Context: an optimization exercise on an open-source flow, tuned for a short achievable clock period and few clock cycles per item. The choices shown serve that exercise and are no tape-out recipe. Only simulation tests tie the RTL to the original design; equivalence was not proved. Power figures rest on the tool's default switching activity, not on a simulated workload.

<file path="flow/run.sh">
#!/bin/bash
# synth_recipe.tcl (not shown) runs the flow's synth.tcl, then flattens the netlist and writes it again
# the make line also repeats each setting of config.mk as NAME=value (left out here)
make -C /OpenROAD-flow-scripts/flow DESIGN_CONFIG=/design/flow/config.mk WORK_HOME=/design/flow/orfs CLKGATE_MAP_FILE= SYNTH_SCRIPT=/design/flow/synth_recipe.tcl finish
</file>
<file path="flow/config.mk">
export PLATFORM = sky130hd
export DESIGN_NAME = mipsCore
export DESIGN_NICKNAME = mipsCore
export VERILOG_FILES = /design/flow/design.v
export SDC_FILE = /design/flow/constraint.sdc
export NUM_CORES = 4
export LEC_CHECK = 0
export CAP_MARGIN = 20
export CORE_MARGIN = 2
export CORE_UTILIZATION = 40
export PLACE_DENSITY = 0.6
export SLEW_MARGIN = 20
</file>
<file path="flow/constraint.sdc">
create_clock -name core_clock -period 4.4 [get_ports {CLK}]
set_input_delay 0.8800 -clock core_clock [delete_from_list [all_inputs] [get_ports {CLK}]]
set_output_delay 0.8800 -clock core_clock [all_outputs]
set_load 0.01 [all_outputs]
</file>
<file path="flow/design.v">
package mipsPkg;
	localparam int dataWidth    = 32;
	localparam int regAddrWidth = 5;
	localparam int regCount     = 1 << regAddrWidth;
	localparam logic [5:0] opSpecial = 6'h00;  
	localparam logic [5:0] opAddiu   = 6'h09;
	localparam logic [5:0] opAndi    = 6'h0c;
	localparam logic [5:0] opOri     = 6'h0d;
	localparam logic [5:0] opLui     = 6'h0f;
	localparam logic [5:0] opLw      = 6'h23;
	localparam logic [5:0] opSb      = 6'h28;
	localparam logic [5:0] opSh      = 6'h29;
	localparam logic [5:0] opSw      = 6'h2b;
	localparam logic [5:0] fnSll  = 6'h00;
	localparam logic [5:0] fnSrl  = 6'h02;
	localparam logic [5:0] fnAddu = 6'h21;
	localparam logic [5:0] fnSubu = 6'h23;
	localparam logic [5:0] fnAnd  = 6'h24;
	localparam logic [5:0] fnOr   = 6'h25;
	localparam logic [5:0] fnXor  = 6'h26;
	localparam logic [5:0] fnSlt  = 6'h2a;
	localparam logic [1:0] sizeByte = 2'd1;
	localparam logic [1:0] sizeHalf = 2'd2;
	localparam logic [1:0] sizeWord = 2'd0;
	typedef enum logic [3:0] {
		aluAdd,
		aluSub,
		aluAnd,
		aluOr,
		aluXor,
		aluSlt,
		aluSll,
		aluSrl,
		aluLui  
	} aluOp;
	typedef struct packed {
		logic [5:0]              opcode;
		logic [regAddrWidth-1:0] rs;
		logic [regAddrWidth-1:0] rt;
		logic [regAddrWidth-1:0] rd;
		logic [4:0]              shamt;
		logic [5:0]              funct;
	} rFields;
	typedef struct packed {
		logic [5:0]              opcode;
		logic [regAddrWidth-1:0] rs;
		logic [regAddrWidth-1:0] rt;
		logic [15:0]             imm;
	} iFields;
	typedef union packed {
		rFields rType;
		iFields iType;
	} instrWord;
	typedef struct packed {
		logic                 valid;
		logic [dataWidth-1:0] pc;
		instrWord             instr;
	} fetchPkt;
	typedef struct packed {
		logic                    valid;
		logic [regAddrWidth-1:0] rs;
		logic [regAddrWidth-1:0] rt;
		logic [regAddrWidth-1:0] dest;
		logic                    regWrite;
		aluOp                    aluCtrl;
		logic                    useImm;
		logic [dataWidth-1:0]    immediate;  
		logic [4:0]              shamt;
		logic                    memRead;
		logic                    memWrite;
		logic [1:0]              writeSize;
	} ctrlPkt;
	typedef struct packed {
		logic                    valid;
		logic [regAddrWidth-1:0] dest;
		logic                    regWrite;
		aluOp                    aluCtrl;
		logic                    useImm;
		logic [dataWidth-1:0]    immediate;
		logic [4:0]              shamt;
		logic                    memRead;
		logic                    memWrite;
		logic [1:0]              writeSize;
		logic [dataWidth-1:0]    operandA;  
		logic [dataWidth-1:0]    operandB;  
	} operandPkt;
	typedef struct packed {
		logic                    valid;
		logic [regAddrWidth-1:0] dest;
		logic                    regWrite;
		logic                    memRead;
		logic                    memWrite;
		logic [1:0]              writeSize;
		logic [dataWidth-1:0]    result;  
		logic [dataWidth-1:0]    storeData;
	} execPkt;
	typedef struct packed {
		logic                    valid;
		logic [regAddrWidth-1:0] dest;
		logic [dataWidth-1:0]    data;
	} wbPkt;
endpackage
`timescale 1ns/10ps
module fetchStage (
	input  logic                          CLK,
	input  logic                          rstN,
	input  logic                          stall,
	output logic [mipsPkg::dataWidth-1:0] instrAddress,
	input  mipsPkg::instrWord             instrData,
	output mipsPkg::fetchPkt              fetchOut
);
	logic [mipsPkg::dataWidth-1:0] pc;
	logic [mipsPkg::dataWidth-1:0] pcNext;
	assign instrAddress = pc;
	assign pcNext       = pc + 32'd4;
	always_ff @(posedge CLK or negedge rstN) begin
		if (!rstN) begin
			pc       <= '0;
			fetchOut <= '0;
		end else if (!stall) begin
			pc             <= pcNext;
			fetchOut.valid <= 1'b1;
			fetchOut.pc    <= pc;
			fetchOut.instr <= instrData;  
		end
	end
endmodule
`timescale 1ns/10ps
module decodeStage (
	input  logic             CLK,
	input  logic             rstN,
	input  logic             stall,
	input  mipsPkg::fetchPkt fetchIn,
	output mipsPkg::ctrlPkt  ctrlOut
);
	mipsPkg::instrWord             instr;
	mipsPkg::ctrlPkt               dec;
	logic [15:0]                   imm;
	logic [mipsPkg::dataWidth-1:0] immSign;
	logic [mipsPkg::dataWidth-1:0] immZero;
	logic [mipsPkg::dataWidth-1:0] immUpper;
	assign instr    = fetchIn.instr;
	assign imm      = instr.iType.imm;
	assign immSign  = {{16{imm[15]}}, imm};
	assign immZero  = {16'h0000, imm};
	assign immUpper = {imm, 16'h0000};   
	always_comb begin
		dec           = '0;
		dec.valid     = fetchIn.valid;
		dec.aluCtrl   = mipsPkg::aluAdd;
		dec.writeSize = mipsPkg::sizeWord;
		dec.rs        = instr.iType.rs;
		dec.rt        = instr.iType.rt;
		dec.dest      = instr.iType.rt;  
		case (instr.iType.opcode)
			mipsPkg::opSpecial: begin
				dec.dest     = instr.rType.rd;
				dec.shamt    = instr.rType.shamt;
				dec.regWrite = 1'b1;
				case (instr.rType.funct)
					mipsPkg::fnAddu: dec.aluCtrl = mipsPkg::aluAdd;
					mipsPkg::fnSubu: dec.aluCtrl = mipsPkg::aluSub;
					mipsPkg::fnAnd:  dec.aluCtrl = mipsPkg::aluAnd;
					mipsPkg::fnOr:   dec.aluCtrl = mipsPkg::aluOr;
					mipsPkg::fnXor:  dec.aluCtrl = mipsPkg::aluXor;
					mipsPkg::fnSlt:  dec.aluCtrl = mipsPkg::aluSlt;
					mipsPkg::fnSll:  dec.aluCtrl = mipsPkg::aluSll;
					mipsPkg::fnSrl:  dec.aluCtrl = mipsPkg::aluSrl;
					default:         dec.regWrite = 1'b0;  
				endcase
			end
			mipsPkg::opAddiu: begin
				dec.regWrite  = 1'b1;
				dec.useImm    = 1'b1;
				dec.immediate = immSign;
			end
			mipsPkg::opAndi: begin
				dec.regWrite  = 1'b1;
				dec.useImm    = 1'b1;
				dec.aluCtrl   = mipsPkg::aluAnd;
				dec.immediate = immZero;
			end
			mipsPkg::opOri: begin
				dec.regWrite  = 1'b1;
				dec.useImm    = 1'b1;
				dec.aluCtrl   = mipsPkg::aluOr;
				dec.immediate = immZero;
			end
			mipsPkg::opLui: begin
				dec.regWrite  = 1'b1;
				dec.useImm    = 1'b1;
				dec.aluCtrl   = mipsPkg::aluLui;
				dec.immediate = immUpper;
			end
			mipsPkg::opLw: begin
				dec.regWrite  = 1'b1;
				dec.memRead   = 1'b1;
				dec.useImm    = 1'b1;
				dec.immediate = immSign;
			end
			mipsPkg::opSw, mipsPkg::opSh, mipsPkg::opSb: begin
				dec.memWrite  = 1'b1;
				dec.useImm    = 1'b1;
				dec.immediate = immSign;
				if (instr.iType.opcode == mipsPkg::opSh) begin
					dec.writeSize = mipsPkg::sizeHalf;
				end else if (instr.iType.opcode == mipsPkg::opSb) begin
					dec.writeSize = mipsPkg::sizeByte;
				end
			end
			default: ;  
		endcase
	end
	always_ff @(posedge CLK or negedge rstN) begin
		if (!rstN) begin
			ctrlOut <= '0;
		end else if (!stall) begin
			ctrlOut <= dec;
		end
	end
endmodule
`timescale 1ns/10ps
module regReadStage (
	input  logic               CLK,
	input  logic               rstN,
	input  mipsPkg::ctrlPkt    ctrlIn,
	input  mipsPkg::wbPkt      wbIn,
	output logic               stall,
	output mipsPkg::operandPkt operandOut
);
	logic [mipsPkg::dataWidth-1:0] regFile [mipsPkg::regCount];
	logic [mipsPkg::regCount-1:0]  pending;       
	logic [mipsPkg::dataWidth-1:0] rsVal;
	logic [mipsPkg::dataWidth-1:0] rtVal;
	logic                          srcBusy;
	logic                          destBusy;
	logic                          issue;
	logic                          claim;
	always_ff @(posedge CLK) begin
		if (wbIn.valid) begin
			regFile[wbIn.dest] <= wbIn.data;  
		end
	end
	assign rsVal = (ctrlIn.rs == '0) ? '0 : regFile[ctrlIn.rs];
	assign rtVal = (ctrlIn.rt == '0) ? '0 : regFile[ctrlIn.rt];
	assign srcBusy  = pending[ctrlIn.rs] | pending[ctrlIn.rt];
	assign destBusy = ctrlIn.regWrite & pending[ctrlIn.dest];
	assign stall    = ctrlIn.valid & (srcBusy | destBusy);
	assign issue    = ctrlIn.valid & ~stall;
	assign claim = issue & ctrlIn.regWrite & (ctrlIn.dest != '0);
	always_ff @(posedge CLK or negedge rstN) begin
		if (!rstN) begin
			pending <= '0;
		end else begin
			if (wbIn.valid) begin
				pending[wbIn.dest] <= 1'b0;
			end
			if (claim) begin
				pending[ctrlIn.dest] <= 1'b1;  
			end
		end
	end
	always_ff @(posedge CLK or negedge rstN) begin
		if (!rstN) begin
			operandOut <= '0;
		end else begin
			operandOut.valid     <= issue;   
			operandOut.dest      <= ctrlIn.dest;
			operandOut.regWrite  <= ctrlIn.regWrite;
			operandOut.aluCtrl   <= ctrlIn.aluCtrl;
			operandOut.useImm    <= ctrlIn.useImm;
			operandOut.immediate <= ctrlIn.immediate;
			operandOut.shamt     <= ctrlIn.shamt;
			operandOut.memRead   <= ctrlIn.memRead;
			operandOut.memWrite  <= ctrlIn.memWrite;
			operandOut.writeSize <= ctrlIn.writeSize;
			operandOut.operandA  <= rsVal;
			operandOut.operandB  <= rtVal;
		end
	end
endmodule
`timescale 1ns/10ps
module executeStage (
	input  logic               CLK,
	input  logic               rstN,
	input  mipsPkg::operandPkt operandIn,
	output mipsPkg::execPkt    execOut
);
	logic [mipsPkg::dataWidth-1:0] srcA;
	logic [mipsPkg::dataWidth-1:0] srcB;
	logic [mipsPkg::dataWidth-1:0] aluValue;
	logic                          lessThan;
	assign srcA     = operandIn.operandA;
	assign srcB     = operandIn.useImm ? operandIn.immediate : operandIn.operandB;
	assign lessThan = $signed(srcA) < $signed(srcB);
	always_comb begin
		case (operandIn.aluCtrl)
			mipsPkg::aluAdd: aluValue = srcA + srcB;
			mipsPkg::aluSub: aluValue = srcA - srcB;
			mipsPkg::aluAnd: aluValue = srcA & srcB;
			mipsPkg::aluOr:  aluValue = srcA | srcB;
			mipsPkg::aluXor: aluValue = srcA ^ srcB;
			mipsPkg::aluSlt: aluValue = {{(mipsPkg::dataWidth-1){1'b0}}, lessThan};
			mipsPkg::aluSll: aluValue = srcB << operandIn.shamt;  
			mipsPkg::aluSrl: aluValue = srcB >> operandIn.shamt;
			mipsPkg::aluLui: aluValue = srcB;
			default:         aluValue = '0;
		endcase
	end
	always_ff @(posedge CLK or negedge rstN) begin
		if (!rstN) begin
			execOut <= '0;
		end else begin
			execOut.valid     <= operandIn.valid;
			execOut.dest      <= operandIn.dest;
			execOut.regWrite  <= operandIn.regWrite;
			execOut.memRead   <= operandIn.memRead;
			execOut.memWrite  <= operandIn.memWrite;
			execOut.writeSize <= operandIn.writeSize;
			execOut.result    <= aluValue;
			execOut.storeData <= operandIn.operandB;  
		end
	end
endmodule
`timescale 1ns/10ps
module memStage (
	input  logic                          CLK,
	input  logic                          rstN,
	input  mipsPkg::execPkt               execIn,
	output logic [mipsPkg::dataWidth-1:0] dataAddress,
	output logic                          memRead,
	output logic                          memWrite,
	output logic [mipsPkg::dataWidth-1:0] dataWrite,
	output logic [1:0]                    writeSize,
	input  logic [mipsPkg::dataWidth-1:0] dataRead,
	output mipsPkg::wbPkt                 wbOut
);
	logic [mipsPkg::dataWidth-1:0] wbData;
	logic                          wbValid;
	assign memRead     = execIn.valid & execIn.memRead;
	assign memWrite    = execIn.valid & execIn.memWrite;
	assign dataAddress = execIn.result;
	assign dataWrite   = execIn.storeData;    
	assign writeSize   = execIn.writeSize;
	assign wbData  = execIn.memRead ? dataRead : execIn.result;
	assign wbValid = execIn.valid & execIn.regWrite & (execIn.dest != '0);
	always_ff @(posedge CLK or negedge rstN) begin
		if (!rstN) begin
			wbOut <= '0;
		end else begin
			wbOut.valid <= wbValid;
			wbOut.dest  <= execIn.dest;
			wbOut.data  <= wbData;
		end
	end
endmodule
`timescale 1ns/10ps
module mipsCore (
	input  logic                          CLK,
	input  logic                          rstN,
	output logic [mipsPkg::dataWidth-1:0] instrAddress,
	input  mipsPkg::instrWord             instrData,
	output logic [mipsPkg::dataWidth-1:0] dataAddress,
	output logic                          memRead,
	output logic                          memWrite,
	output logic [mipsPkg::dataWidth-1:0] dataWrite,
	output logic [1:0]                    writeSize,
	input  logic [mipsPkg::dataWidth-1:0] dataRead
);
	mipsPkg::fetchPkt   fetchPkt;
	mipsPkg::ctrlPkt    ctrlPkt;
	mipsPkg::operandPkt operandPkt;
	mipsPkg::execPkt    execPkt;
	mipsPkg::wbPkt      wbPkt;
	logic               stall;    
	fetchStage u_fetchStage (
		.CLK(CLK), .rstN(rstN), .stall(stall),
		.instrAddress(instrAddress), .instrData(instrData), .fetchOut(fetchPkt)
	);
	decodeStage u_decodeStage (
		.CLK(CLK), .rstN(rstN), .stall(stall),
		.fetchIn(fetchPkt), .ctrlOut(ctrlPkt)
	);
	regReadStage u_regReadStage (
		.CLK(CLK), .rstN(rstN), .ctrlIn(ctrlPkt), .wbIn(wbPkt),
		.stall(stall), .operandOut(operandPkt)
	);
	executeStage u_executeStage (
		.CLK(CLK), .rstN(rstN), .operandIn(operandPkt), .execOut(execPkt)
	);
	memStage u_memStage (
		.CLK(CLK), .rstN(rstN), .execIn(execPkt),
		.dataAddress(dataAddress), .memRead(memRead), .memWrite(memWrite),
		.dataWrite(dataWrite), .writeSize(writeSize), .dataRead(dataRead),
		.wbOut(wbPkt)
	);
endmodule
</file>
==> reports/qor.txt <==
Buf+Inv Stages, Crit Path: 5
synthesis-stage register bit count: 1412
sequential fraction of the synthesis area: 57.6%
kind of critical path: register to register
Sink Count: 1412
critical path peak fanout: 21
Residual DRC: 0
CTS tree: yes
post-synthesis async set-or-reset flop share: 27.5%
Root Driver: clkbuf_16
total core area: 0.174 sq mm
combinational family with the most area after synthesis: multiplexers
GP Congestion: 1.01
HP Class: primary input to asynchronous set/reset pin
post-route ant nets: 0
Post-Syn Area: 0.0702 sq mm
Overflow after GRT: 0
I/O pin cnt: 166
xor and xnor fraction of the mapped netlist area: 0.524%
Final Max Tran Viols: 0
flop2flop setup slack: 180 ps
Compound-Gate Fraction of Synth Area: 5.78%
Core Util, Final: 46.2%
max-cap viol count: 0
H-tree depth: 4
reg2reg path depth: 16
layout cell share with drive strength beyond 1: 29.1%
fraction of the mapped netlist area in adder cells: 1.93%
Slew HR: 23.1%
slowest cell on the critical path: dfrtp_4
grt met2 use: 40.5%
status: finished clean
crit path capture type: register
Unique masters post-synth: 84
Setup Buffers After CTS: 0
total number of vias: 43700
Post-synth EDFFs: 1024
met1 Usage GRT: 33.9%
main flop type after synthesis: edfxtp_1
cell repeated most along the worst path: buf_4
synth cell count leaders: 1024 x edfxtp_1, 708 x mux4_2, 388 x dfrtp_1, 245 x nor2_1, 240 x nand2_1
Synth area leader: edfxtp_1
Max Clock Freq: 237 MHz
P_leak: 28.2 nW
DP Wirelength: 145000 microns
initial core utilization: 40.3%
Final nets: 4721
Inst Count DP: 6719
worst-skew pair later-pin latency: 810 ps
Final min period: 4220 ps
Area contributors post-synth: edfxtp_1 44%, mux4_2 23%, dfrtp_1 14%
syn_area_per_cell: 16.1 sq um
vias in the first global route: 43700
Synth warnings: 5
via/cell ratio: 6.24
endpoints failing setup: 0
Max IR drop VDD: 0.636 mV
Final Non-Filler Cells: 7005
DRT Wirelength: 229000 microns
Critical Path RT: 5060 ps
crit start category: register
PwrDens: 809 mW/mm^2
Detailed Routing Iterations Pass 1: 6
Worst R2R End: u_executeStage.execOut[61]$_DFF_PN0_
Period Utilization, post-route: 96.0%
Mapped Cells: 4364
Bufs on Longest Clock Path: 3
antenna violations before repair: 12
first-pass GRT wire length: 327000 microns
Worst Skew: 28.9 ps
Syn-to-layout area delta: 14.7%
die width: 423 microns
post-synthesis simple-gate area fraction: 4.33%
mux contribution to synthesized area: 26.7%
first-iteration detailed-routing DRC count: 5322
crit path DAT: 4890 ps
I/O Buffers: 163
final hold violation count: 0
Cell Rows: 153
met3 usage in global routing: 5.04%
GR peak layer: met2
largest net degree at the start of global routing: 99
post-DR wirelength/cell: 32.7 microns
die height: 423 microns
clock slew at reported path FFs: 60 ps
GRT Overall Usage: 25.4%
crit-path cells: buf_6, mux2i_4, ha_1, buf_4, nor3_1, nand2_1, o31ai_1, buf_4, o211ai_1, a31oi_1, buf_4, a21boi_0, buf_4, o31ai_1, o221a_2, a21oi_1
post-synth top area share: 43.8%
Slew @ Worst Pin: 1150 ps
worst r2r src: u_regReadStage.operandOut[105]$_DFF_PN0_
crit-path max cell delay: 450 ps
die area: 0.179 sq mm
crit-path leading delay family: compound AO/OA/AOI/OAI gates
clock buffer count from CTS: 152
minimum hold slack: 123 ps
most frequent cell after synthesis: edfxtp_1
area by class of cell:
type | instances | area, sq um
fillers | 15000 | 93700
flip-flops and latches | 1412 | 40500
multi-input cells | 2452 | 27900
clock buffers | 205 | 4200
repair buffers | 402 | 3710
well taps | 2325 | 2910
clock inverters | 78 | 764
inverters | 128 | 480
diodes | 3 | 7.51
per-layer routing:
| metal | up-vias | wire [microns] |
|---|---|---|
| met5 | - | 35 |
| met4 | 6 | 11100 |
| met3 | 459 | 18100 |
| met2 | 2081 | 109000 |
| met1 | 23300 | 90500 |
| li1 | 17900 | - |
how the worst max path moves through the flow:
| stage | start | endpoint | slack [ps] | cells after the start |
|---|---|---|---|---|
| 2_1_floorplan | u_regReadStage.operandOut[105]$_DFF_PN0_ | u_executeStage.execOut[32]$_DFF_PN0_ | 10 | 15 |
| 3_3_place_gp | u_regReadStage.operandOut[105]$_DFF_PN0_ | u_executeStage.execOut[32]$_DFF_PN0_ | 110 | 15 |
| 3_5_place_dp | u_regReadStage.operandOut[105]$_DFF_PN0_ | u_executeStage.execOut[61]$_DFF_PN0_ | 70 | 16 |
| 4_1_cts | u_regReadStage.operandOut[105]$_DFF_PN0_ | u_executeStage.execOut[61]$_DFF_PN0_ | 10 | 16 |
| 5_1_grt | u_regReadStage.operandOut[105]$_DFF_PN0_ | u_executeStage.execOut[61]$_DFF_PN0_ | -20 | 16 |
| 6_report | u_regReadStage.operandOut[105]$_DFF_PN0_ | u_executeStage.execOut[61]$_DFF_PN0_ | 180 | 16 |
cells by family after synthesis:
family	count (synthesis)
adder cells (fa/ha/maj)	107
XOR/XNOR	42
other	1
flip-flops	1412
buffers and inverters	501
multiplexers	975
AND/OR/NAND/NOR	686
AO/OA/AOI/OAI	640
placed cells by master (no fill, tap or decap), drive strengths merged, types with 18 or more instances in the layout:
master and count:
mux2 101, ha 105, xor2 20, xnor2 22, nor4 18, nor3 35, o211ai 22, clkbuf 205
nand3 50, nand2 240, nor2 245, a221oi 22, a21oi 127, mux4 708, buf 240, mux2i 166
o22ai 41, clkinv 53, edfxtp 1024, o21ai 232, inv 137, dfrtp 388, clkdlybuf4s50 162
flip-flops by register name, indices dropped and copies added, names as in the netlist:
signal                     cells
u_regReadStage.regFile      1024
u_regReadStage.operandOut    117
u_executeStage.execOut        75
u_decodeStage.ctrlOut         63
u_memStage.wbOut              38
u_fetchStage.fetchOut         33
u_regReadStage.pending        32
u_fetchStage.pc               30
where the power goes:
group	total (mW)	internal, mW	switching [mW]
sequential	21.5	17.6	3.93
combinational	30.9	13.7	17.2
clock	12.8	7.33	5.47
total	65.2	38.6	26.6
stage by stage:
step / area (sq um) / setup slack, ps / TNS [ps] / total power [mW]
global route: 80500 / -24.0 / -24.0 / 68.1
floorplan: 70200 / 13.7 / 0 / 39.7
CTS: 80400 / 13.6 / 0 / 65.2
global placement: 75500 / 113 / 0 / 52.2
detailed placement: 75500 / 66.8 / 0 / 52.3
finish: 80500 / 177 / 0 / 65.2
repair_timing:
item                                    4_1_cts  5_1_grt
gates resized for setup                       0        8
hold buffers                                  0        0
endpoints found under the setup margin        0        9
Testbench counts, summed over its fixed seeds: cycles 61,310, instrs 39,840.

separate check: timing with driven ports:
No port has a modelled driver above. Below, the same layout with a new extraction and two added sets of constraints. Step 1, drivers: a clkbuf_16 drives CLK and a buf_2 each remaining input, both assumed. Step 2 adds t to the input delays and takes it off the output delays; t is the mean of the earliest and latest rising clock arrival at the registers after step 1. Input paths then give back, and output paths get back, about the clock's delay inside the block. Slacks: ideal / step 1 / step 2; pairs: ideal / step 1.
shift t [ns]: 0.886
setup slack, ns: 0.177 / 0.177 / 0.177
worst register clock-pin slew, ns: 0.08 / 0.08
After both steps this run still meets setup and hold. For this run, drivers alone change the setup slack by 0.000 ns; drivers and shift together by 0.000 ns.
